This is an optimization exercise on Yosys and OpenROAD, whose aim is small area, not a production implementation.
The RTL was checked by simulation tests, not by an equivalence proof against the original design.
Power is estimated from default activity; no workload was simulated.

== rev 12 ==
==> module stable_priority_queue, before the edit <==
module stable_priority_queue (
    input  logic             clk,
    input  logic             rst_n,
    input  logic             item_valid,
    output logic             item_stall,
    input  logic [42:0]      item_bits,
    output logic             result_valid,
    input  logic             result_stall,
    output logic [77:0]      result_bits
);
    localparam int D  = 16;
    localparam int W  = 40;    
    logic [2:0]  act;
    logic [31:0] new_value;
    logic [7:0]  new_prio;
    assign act       = item_bits[42:40];
    assign new_value = item_bits[39:8];
    assign new_prio  = item_bits[7:0];
    logic [D-1:0][W-1:0] slot;       
    logic [4:0]          cnt;
    logic [35:0]         sum;
    logic                pend;
    logic                rv;
    logic [1:0]          st;
    logic accept, full, empty;
    logic is_app, is_ins, is_rem, is_clr;
    logic add_ok, rem_ok, clr, other;
    logic shl_all, zero0;
    assign item_stall = rv & result_stall;
    assign accept     = item_valid & ~item_stall;
    assign full   = cnt[4];
    assign empty  = (cnt == 5'd0);
    assign is_app = (act == spq_pkg::ACT_APPEND);
    assign is_ins = (act == spq_pkg::ACT_INSERT);
    assign is_rem = (act == spq_pkg::ACT_REMOVE);
    assign is_clr = (act == spq_pkg::ACT_CLEAR);
    assign add_ok = accept & (is_app | is_ins) & ~full;
    assign rem_ok = accept & is_rem & ~empty;
    assign clr    = accept & is_clr;
    assign other  = accept & ~add_ok & ~rem_ok & ~is_clr;
    assign shl_all = pend & (rem_ok | (other & ~empty));
    assign zero0   = clr | (other & pend & empty);
    function automatic logic less8(input logic [7:0] a, input logic [7:0] b);
        less8 = 1'b0;
        for (int k = 0; k < 8; k++)
            less8 = (~a[k] & b[k]) | (~a[k] & less8) | (b[k] & less8);
    endfunction
    function automatic logic gt_const(input logic [4:0] a, input int c);
        gt_const = 1'b0;
        for (int k = 0; k < 5; k++)
            if (((c >> k) & 1) == 0)
                gt_const = a[k] | gt_const;
            else
                gt_const = a[k] & gt_const;
    endfunction
    logic [D-1:0] below;     
    logic [D-1:0] occ;       
    logic [D-1:0] lt;
    logic [D:0]   cand;
    logic [D+1:0] f;         
    logic [D:0]   h;         
    for (genvar i = 0; i < D; i++)
    begin : g_occ
        assign below[i] = gt_const(cnt, i);
        if (i == 0)
        begin : g0
            assign occ[i] = below[i] | pend;
        end
        else
        begin : gn
            assign occ[i] = pend ? below[i-1] : below[i];
        end
        assign lt[i] = less8(slot[i][7:0], new_prio);
        if (i == 0)
        begin : c0
            assign cand[i] = ~pend & (occ[i] ? (is_ins & lt[i]) : 1'b1);
        end
        else
        begin : cn
            assign cand[i] = occ[i] ? (is_ins & lt[i]) : 1'b1;
        end
    end
    assign cand[D] = 1'b1;
    assign f[0] = 1'b0;
    for (genvar i = 1; i <= D + 1; i++)
    begin : g_f
        assign f[i] = |cand[i-1:0];
    end
    for (genvar i = 0; i <= D; i++)
    begin : g_h
        assign h[i] = cand[i] & ~f[i];
    end
    logic [D-1:0] s_l, s_r, s_n, s_h;
    for (genvar i = 0; i < D; i++)
    begin : g_sel
        assign s_n[i] = add_ok & (pend ? h[i+1] : h[i]);
        if (i == 0)
        begin : l0
            assign s_l[i] = 1'b0;
        end
        else
        begin : ln
            assign s_l[i] = add_ok & ~pend & f[i];
        end
        if (i == D - 1)
        begin : rl
            assign s_r[i] = 1'b0;
        end
        else
        begin : rn
            assign s_r[i] = shl_all | (add_ok & pend & ~f[i+2]);
        end
        if (i == 0)
        begin : h0
            assign s_h[i] = ~(s_n[i] | s_r[i] | zero0);
        end
        else
        begin : hn
            assign s_h[i] = ~(s_l[i] | s_n[i] | s_r[i]);
        end
    end
    logic [W-1:0] new_entry;
    assign new_entry = {new_value, new_prio};
    for (genvar i = 0; i < D; i++)
    begin : g_slot
        logic [W-1:0] left_e, right_e, d;
        if (i == 0)
        begin : a0
            assign left_e = '0;
        end
        else
        begin : an
            assign left_e = slot[i-1];
        end
        if (i == D - 1)
        begin : b0
            assign right_e = '0;
        end
        else
        begin : bn
            assign right_e = slot[i+1];
        end
        assign d = ({W{s_l[i]}} & left_e)   | ({W{s_r[i]}} & right_e) |
                   ({W{s_n[i]}} & new_entry) | ({W{s_h[i]}} & slot[i]);
        always_ff @(posedge clk)
        begin
            slot[i] <= d;
        end
    end
    logic [31:0] head_value;
    logic [31:0] opnd;
    logic [35:0] sum_next;
    assign head_value = pend ? slot[1][39:8] : slot[0][39:8];
    assign opnd = ({32{add_ok}} & new_value) | ({32{rem_ok}} & ~head_value);
    always_comb
    begin
        sum_next = sum + {{4{opnd[31]}}, opnd} + {35'd0, rem_ok};
        if (clr)
            sum_next = '0;
    end
    logic [4:0] cnt_next;
    always_comb
    begin
        cnt_next = cnt;
        if (clr)
            cnt_next = '0;
        else if (add_ok)
            cnt_next = cnt + 5'd1;
        else if (rem_ok)
            cnt_next = cnt - 5'd1;
    end
    always_ff @(posedge clk or negedge rst_n)
    begin
        if (!rst_n)
        begin
            cnt  <= '0;
            sum  <= '0;
            pend <= 1'b1;
            rv   <= 1'b0;
        end
        else
        begin
            cnt <= cnt_next;
            sum <= sum_next;
            rv  <= accept | (rv & result_stall);
            if (accept)
                pend <= rem_ok;
        end
    end
    always_ff @(posedge clk)
    begin
        if (accept)
        begin
            st <= (is_app | is_ins) & full ? spq_pkg::ST_DROPPED_FULL :
                  is_rem & empty           ? spq_pkg::ST_REMOVE_EMPTY :
                                             spq_pkg::ST_OK;
        end
    end
    assign result_valid = rv;
    assign result_bits  = {slot[0][39:8], pend | ~empty, cnt, sum, empty, full, st};
endmodule
Settings: LEC_CHECK=0, CAP_MARGIN=20, CORE_MARGIN=2, CORE_UTILIZATION=55, CTS_BUF_LIST=sky130_fd_sc_hd__clkbuf_8, CTS_CLUSTER_DIAMETER=50, CTS_CLUSTER_SIZE=16, SLEW_MARGIN=20; clock period 5.0 ns.
standard.sh (not shown) runs the stock make flow with config.mk's settings and CLKGATE_MAP_FILE= SYNTH_SCRIPT=/design/flow/synth_recipe.tcl, a recipe that flattens the netlist after the stock synthesis.
==> flow/flow/run.sh <==
#!/bin/bash
# Standard ORFS layout (the standard.sh, standard synthesis unchanged), with the port
# buffers made of the smallest buffer cell instead of the resizer's default pick.
set -euo pipefail
bash standard.sh BUFFER_PORTS_ARGS="-buffer_cell sky130_fd_sc_hd__buf_1" finish > standard_flow.log 2>&1
What rev 13 does differently from rev 12 at the input level:
--- a/flow/design.v
+++ b/flow/design.v
@@ -55,12 +55,12 @@
     assign clr    = accept & is_clr;
     assign other  = accept & ~add_ok & ~rem_ok & ~is_clr;
     assign shl_all = pend & (rem_ok | (other & ~empty));
     assign zero0   = clr | (other & pend & empty);
-    function automatic logic less8(input logic [7:0] a, input logic [7:0] b);
-        less8 = 1'b0;
+    function automatic logic less8n(input logic [7:0] a_n, input logic [7:0] b);
+        less8n = 1'b0;
         for (int k = 0; k < 8; k++)
-            less8 = (~a[k] & b[k]) | (~a[k] & less8) | (b[k] & less8);
+            less8n = (a_n[k] & b[k]) | (a_n[k] & less8n) | (b[k] & less8n);
     endfunction
     function automatic logic gt_const(input logic [4:0] a, input int c);
         gt_const = 1'b0;
         for (int k = 0; k < 5; k++)
@@ -85,9 +85,9 @@
         else
         begin : gn
             assign occ[i] = pend ? below[i-1] : below[i];
         end
-        assign lt[i] = less8(slot[i][7:0], new_prio);
+        assign lt[i] = less8n(slot[i][7:0], new_prio);
         if (i == 0)
         begin : c0
             assign cand[i] = ~pend & (occ[i] ? (is_ins & lt[i]) : 1'b1);
         end
@@ -135,9 +135,9 @@
             assign s_h[i] = ~(s_l[i] | s_n[i] | s_r[i]);
         end
     end
     logic [W-1:0] new_entry;
-    assign new_entry = {new_value, new_prio};
+    assign new_entry = {new_value, ~new_prio};
     for (genvar i = 0; i < D; i++)
     begin : g_slot
         logic [W-1:0] left_e, right_e, d;
         if (i == 0)
==> run summary <==
Comparing rev 12 and rev 13, the lower number of buffer and inverter stages on the critical path is on rev 12.
In rev 13, the share of total power in combinational logic came out 2.4 points above the value in rev 12.
Rev 12 vs rev 13, worst-path cell with the longest stage delay: or4_1 vs or4b_2
Rev 13 vs rev 12, type of the worst setup path: primary input to register vs register to register
In terms of initial core utilization, rev 12 and rev 13 differ only marginally.
Compared to rev 12, rev 13 has cell area after technology mapping 620 um^2 lower.
Rev 13 ends up with higher final total power than rev 12 does.
[compare] base=rev 12 new=rev 13: horizontal extent of the die decreased by 0.93% relative to the old numbers, post-route cell area decreased by about 3% relative to the old numbers, area enclosed by the die boundary decreased by 1200 um^2 relative to the old numbers, initial DRC count increased by 9.2% relative to the old numbers, first-pass GRT wire length decreased by about 3.6% relative to the old numbers.
Number of tap instances: rev 13 vs rev 12 down 1.0%

[re-timing with driven ports]
The results above use ideal ports. As a check the final layouts listed here were re-extracted and re-timed, cells and wires unchanged.
Step 1 (the two cells are an assumption about what drives the block):
set clk [get_ports {clk}]
set_driving_cell -lib_cell sky130_fd_sc_hd__clkbuf_16 $clk
set_driving_cell -lib_cell sky130_fd_sc_hd__buf_2 [delete_from_list [all_inputs] $clk]
Step 2, shift: input delay + t, output delay - t, t = (earliest + latest rising clock arrival at the registers) / 2. This alone moves slack from input paths to output paths.
Three values: no drivers, after step 1, after step 2; two values: the first two.
| run | t (ns) | slack for setup (ns) | worst hold slack (ns) | worst setup path after step 2 | slew at the worst register clock pin (ns) |
|---|---|---|---|---|---|
| rev 12 | 0.768 | 0.393 / 0.393 / -0.314 | 0.383 / 0.343 / 0.460 | input to register | 0.10 / 0.10 |
| rev 13 | 0.768 | 0.256 / 0.286 / -0.476 | 0.379 / 0.349 / 0.449 | input to register | 0.10 / 0.10 |
Met with ideal ports but missed after step 2: setup timing in rev 12 and rev 13. For rev 13, which loses most, drivers alone change the setup slack by +0.030 ns; drivers and shift together by -0.732 ns.
